From an optimization exercise on the open Yosys and OpenROAD flow, aimed at small area, a short achievable clock period and few clock cycles per item; shortcuts taken in it are not production practice. Power figures rest on the tool's default switching activity, not on a simulated workload.

Setup of pepper:
==> flow/design.v <==
`default_nettype none
package skinny_data_pkg;
   typedef logic [127:0] block_t;
   typedef logic [7:0]   cell_t;
   typedef logic [5:0]   rc_t;
endpackage
`default_nettype wire
`default_nettype none
package skinny_ctrl_pkg;
   localparam int UNROLL = 1;
   localparam int CYCLES = 40 / 1;
endpackage
`default_nettype wire
`default_nettype none
module skinny_round_ctrl (
   input  wire logic clk,
   input  wire logic rst,
   input  wire logic start,
   input  wire logic last_round,
   output logic      busy,
   output logic      done,
   output logic      run,
   output logic      idle,
   output logic      pol
);
   logic go;
   assign go = busy || (!done && start);
   always_ff @(posedge clk) begin
      if (rst) begin
         busy <= 1'b0;
         done <= 1'b0;
         run  <= 1'b0;
         idle <= 1'b1;
      end else begin
         busy <= busy ? !last_round : (!done && start);
         done <= busy && last_round;
         run  <= go;
         idle <= !go;
      end
   end
   always_ff @(posedge clk) begin
      pol <= idle || !pol;
   end
endmodule
`default_nettype wire
`default_nettype none
module skinny_round_counter (
   input  wire logic                     clk,
   input  wire logic                     run,
   input  wire logic                     idle,
   output logic [6*1-1:0]   rcs,
   output logic                          last_round
);
   localparam int U = 1;
   function automatic logic [5:0] rc_step(input logic [5:0] rc);
      rc_step = {rc[4:0], rc[5] ^ rc[4] ^ 1'b1};
   endfunction
   function automatic logic [5:0] rc_after(input int n);
      logic [5:0] r;
      r = '0;
      for (int i = 0; i < n; i++) r = rc_step(r);
      rc_after = r;
   endfunction
   localparam logic [5:0] LAST_RC = rc_after(40 - U);
   logic [5:0] lfsr;
   logic [5:0] chain [U+1];
   always_comb begin
      chain[0] = lfsr;
      for (int j = 0; j < U; j++) begin
         chain[j+1]    = rc_step(chain[j]);
         rcs[6*j +: 6] = chain[j+1];
      end
   end
   assign last_round = (lfsr == LAST_RC);
   always_ff @(posedge clk) begin
      lfsr <= chain[U] & {6{run}} & {6{!idle}};
   end
endmodule
`default_nettype wire
`default_nettype none
module skinny_sbox8 (
   input  wire logic [7:0] si,
   output logic [7:0]      so
);
   logic [7:0] a;
   assign a[0] = ~(si[7] | si[6]) ^ si[4];
   assign a[1] = ~(si[3] | si[2]) ^ si[0];
   assign a[2] = ~(si[2] | si[1]) ^ si[6];
   assign a[3] = ~(a[0] | a[1]) ^ si[5];
   assign a[4] = ~(a[1] | si[3]) ^ si[1];
   assign a[5] = ~(a[2] | a[3]) ^ si[7];
   assign so[7] = a[3];
   assign so[6] = a[0];
   assign so[5] = a[1];
   assign so[4] = ~(a[3] | a[0]);          
   assign so[3] = a[4];
   assign so[2] = a[2];
   assign so[1] = ~(a[2] | a[3]);          
   assign so[0] = ~(a[4] | a[5]);          
endmodule
module skinny_sbox_layer (
   input  wire logic [127:0] state_in,
   output logic [127:0]      state_out
);
   for (genvar i = 0; i < 16; i++) begin : g_cell
      skinny_sbox8 u_sbox (
         .si (state_in[i*8 +: 8]),
         .so (state_out[i*8 +: 8])
      );
   end
endmodule
`default_nettype wire
`default_nettype none
module skinny_round_early (
   input  wire logic [127:0] state_in,
   input  wire logic [63:0]  rtk,
   input  wire logic [5:0]   rc,
   output logic [127:0]      early
);
   logic [127:0] z, e, s;
   logic [31:0]  s0, s1, s2, s3;
   for (genvar i = 0; i < 16; i++) begin : g_cell
      logic [7:0] si;
      assign si = state_in[i*8 +: 8];
      assign z[i*8 +: 8] = {3'b000, si[3], 2'b00, si[7], si[2]};
   end
   assign e = z ^ {rtk, 64'h0} ^
              {4'h0, rc[3:0], 24'h0, 6'h0, rc[5:4], 24'h0, 8'h02, 56'h0};
   assign s = {e[127:96], e[71:64], e[95:72], e[47:32], e[63:48], e[23:0], e[31:24]};
   assign {s0, s1, s2, s3} = s;
   assign early = {s0 ^ s2 ^ s3, s0, s1 ^ s2, s0 ^ s2};
endmodule
module skinny_round_mix (
   input  wire logic [127:0] sb,
   input  wire logic [127:0] early,
   input  wire logic [127:0] plaintext,
   input  wire logic         run,
   input  wire logic         idle,
   output logic [127:0]      state_nxt
);
   logic [127:0] state_out;
   logic [127:0] s;
   logic [31:0]  y0, y1, y2, y3, e0, e1, e2, e3;
   assign s = {sb[127:96], sb[71:64], sb[95:72], sb[47:32], sb[63:48], sb[23:0], sb[31:24]};
   assign {y0, y1, y2, y3} = s;
   assign {e0, e1, e2, e3} = early;
   assign state_out = {(y0 ^ y2) ^ (y3 ^ e0),
                       y0 ^ e1,
                       y1 ^ (y2 ^ e2),
                       (y0 ^ y2) ^ e3};
   assign state_nxt = (state_out & {128{run}}) | (plaintext & {128{idle}});
endmodule
module skinny_round_datapath (
   input  wire logic [127:0] state_in,
   input  wire logic [63:0]  rtk,
   input  wire logic [5:0]   rc,
   input  wire logic [127:0] plaintext,
   input  wire logic         run,
   input  wire logic         idle,
   output logic [127:0]      state_nxt
);
   logic [127:0] sb, early;
   skinny_sbox_layer u_sbox (
      .state_in  (state_in),
      .state_out (sb)
   );
   skinny_round_early u_early (
      .state_in (state_in),
      .rtk      (rtk),
      .rc       (rc),
      .early    (early)
   );
   skinny_round_mix u_mix (
      .sb        (sb),
      .early     (early),
      .plaintext (plaintext),
      .run       (run),
      .idle      (idle),
      .state_nxt (state_nxt)
   );
endmodule
`default_nettype wire
`default_nettype none
module skinny_tweakey_schedule (
   input  wire logic                       run,
   input  wire logic                       idle,
   input  wire logic [383:0]               tweakey,
   input  wire logic                       pol,
   input  wire logic [127:0]               tk1_q,
   input  wire logic [127:0]               tk2_q,
   input  wire logic [127:0]               tk3_q,
   output logic [64*1-1:0]    rtk,      
   output logic [127:0]                    tk1_d,    
   output logic [127:0]                    tk2_d,
   output logic [127:0]                    tk3_d
);
   logic [127:0] tk1_nxt, tk2_nxt, tk3_nxt;  
   localparam int U = 1;
   localparam logic [63:0] PERM = 64'h9F8DAECB01234567;
   function automatic logic [127:0] permute(input logic [127:0] ki);
      logic [127:0] ko;
      for (int p = 0; p < 16; p++) begin
         ko[127-p*8 -: 8] = ki[127-int'(PERM[63-p*4 -: 4])*8 -: 8];
      end
      permute = ko;
   endfunction
   function automatic logic [127:0] step2(input logic [127:0] x, input logic fix);
      logic [127:0] p;
      p = permute(x);
      step2 = p;
      for (int c = 0; c < 8; c++) begin
         step2[127-c*8 -: 8] = {p[126-c*8 -: 7], p[127-c*8] ^ p[125-c*8] ^ fix};
      end
   endfunction
   function automatic logic [127:0] step3(input logic [127:0] x);
      logic [127:0] p;
      p = permute(x);
      step3 = p;
      for (int c = 0; c < 8; c++) begin
         step3[127-c*8 -: 8] = {p[120-c*8] ^ p[126-c*8], p[127-c*8 -: 7]};
      end
   endfunction
   logic [127:0] t1 [U+1];
   logic [127:0] t2 [U+1];
   logic [127:0] t3 [U+1];
   always_comb begin
      t1[0] = tk1_q;
      t2[0] = tk2_q;
      t3[0] = tk3_q;
      for (int j = 0; j < U; j++) begin
         rtk[64*j +: 64] = t1[j][127:64] ^ t2[j][127:64] ^ t3[j][127:64];
         t1[j+1] = permute(t1[j]);
         t2[j+1] = step2(t2[j], pol);
         t3[j+1] = step3(t3[j]);
      end
   end
   assign tk1_nxt = t1[U];
   assign tk2_nxt = t2[U];
   assign tk3_nxt = t3[U];
   assign tk3_d = (tk3_nxt & {128{run}}) | (tweakey[127:0] & {128{idle}});
   assign tk1_d = ~((tk1_nxt | {128{idle}}) & (tweakey[383:256] | {128{run}}));
   assign tk2_d = ~((tk2_nxt | {128{idle}}) & (tweakey[255:128] | {128{run}}));
endmodule
`default_nettype wire
`timescale 1ns/10ps
`default_nettype none
module skinny_core (
   input  wire logic                     clk,
   input  wire logic                     rst,
   input  wire logic                     start,
   input  wire skinny_data_pkg::block_t  plaintext,
   input  wire logic [383:0]             tweakey,
   output logic                          busy,
   output logic                          done,
   output skinny_data_pkg::block_t       ciphertext
);
   localparam int U = 1;
   logic                last_round;
   logic                run, idle, pol;
   logic [6*U-1:0]      rcs;
   logic [64*U-1:0]     rtk;
   logic [127:0]        state_q, tk1_q, tk2_q, tk3_q;
   logic [127:0]        tk1_d, tk2_d, tk3_d;
   skinny_round_ctrl u_ctrl (
      .clk        (clk),
      .rst        (rst),
      .start      (start),
      .last_round (last_round),
      .busy       (busy),
      .done       (done),
      .run        (run),
      .idle       (idle),
      .pol        (pol)
   );
   skinny_round_counter u_counter (
      .clk        (clk),
      .run        (run),
      .idle       (idle),
      .rcs        (rcs),
      .last_round (last_round)
   );
   skinny_tweakey_schedule u_sched (
      .run     (run),
      .idle    (idle),
      .tweakey (tweakey),
      .pol     (pol),
      .tk1_q   (tk1_q),
      .tk2_q   (tk2_q),
      .tk3_q   (tk3_q),
      .rtk     (rtk),
      .tk1_d   (tk1_d),
      .tk2_d   (tk2_d),
      .tk3_d   (tk3_d)
   );
   logic [127:0]        state_nxt;
   skinny_round_datapath u_round (
      .state_in  (state_q),
      .rtk       (rtk),
      .rc        (rcs),
      .plaintext (plaintext),
      .run       (run),
      .idle      (idle),
      .state_nxt (state_nxt)
   );
   always_ff @(posedge clk) begin
      state_q <= state_nxt;
      tk1_q   <= tk1_d;
      tk2_q   <= tk2_d;
      tk3_q   <= tk3_d;
   end
   assign ciphertext = state_q;
endmodule
`default_nettype wire
clock: 4.5 ns
lec_check: 0
cap_margin: 20
core_area: 2.3 2.72 192.7 192.3
cts_buf_list: sky130_fd_sc_hd__clkbuf_16
cts_cluster_diameter: 100
cts_cluster_size: 24
die_area: 0 0 195 195
setup_slack_margin: 2.2
slew_margin: 20
synth_hierarchical: 1
synth_minimum_keep_size: 0
tns_end_percent: 30
standard.sh (not shown) runs the stock make flow with config.mk's settings and CLKGATE_MAP_FILE= SYNTH_SCRIPT=/design/flow/synth_recipe.tcl, a recipe that flattens the netlist after the stock synthesis.
==> flow/flow/run.sh <==
#!/bin/bash
set -euo pipefail
bash standard.sh "BUFFER_PORTS_ARGS=-buffer_cell sky130_fd_sc_hd__buf_1" finish > standard_flow.log 2>&1
pepper has completed all stages; timing, DRC and antenna checks passed.
The inputs of harbor differ from those of pepper as listed below.
- TNS_END_PERCENT: 30 -> unset
- SETUP_SLACK_MARGIN: 2.2 -> 2.45
--- outcome ---
Part of the power in combinational logic was lower in pepper than in harbor.
Compared with pepper, harbor is the more power-hungry design.
harbor against pepper: power share of the clock group -0.8 points; iteration-0 DRC count of the detailed router +2.4%; total clock buffers created by CTS +about 4%; cell count +4.9%; number of antenna violations at the first check in global routing +9.
Re hold slack: pepper and harbor aren't equal, and the higher value belongs to harbor.
Of pepper and harbor, harbor shows the higher number of setup buffers added after CTS, with pepper below it.
pepper has lower area growth from synthesis to layout than harbor.
No functional check of the RTL was part of any run of this note.

[afterwards: timing with drivers on the ports]
How much do the figures lean on ideal ports? The routed layouts below were timed once more, with nothing changed but the port constraints.
Step 1: set_driving_cell puts a clkbuf_16 on clk and a buf_2 on each other input, an assumption about the parent block.
Step 2 moves the port delays by t, midway between the first and last clock arrival at a register: inputs arrive t later, outputs are due t later. That takes back most of the time a late clock gives input paths.
Slacks: ideal / step 1 / step 2; pairs: ideal / step 1.
run | t (ns) | slack for setup (ns) | slew at the worst register clock pin (ns)
pepper | 0.629 | 2.163 / 2.127 / 2.163 | 0.11 / 0.11
harbor | 0.662 | 2.210 / 2.210 / 2.210 | 0.10 / 0.10
After both steps every run listed still meets setup and hold.
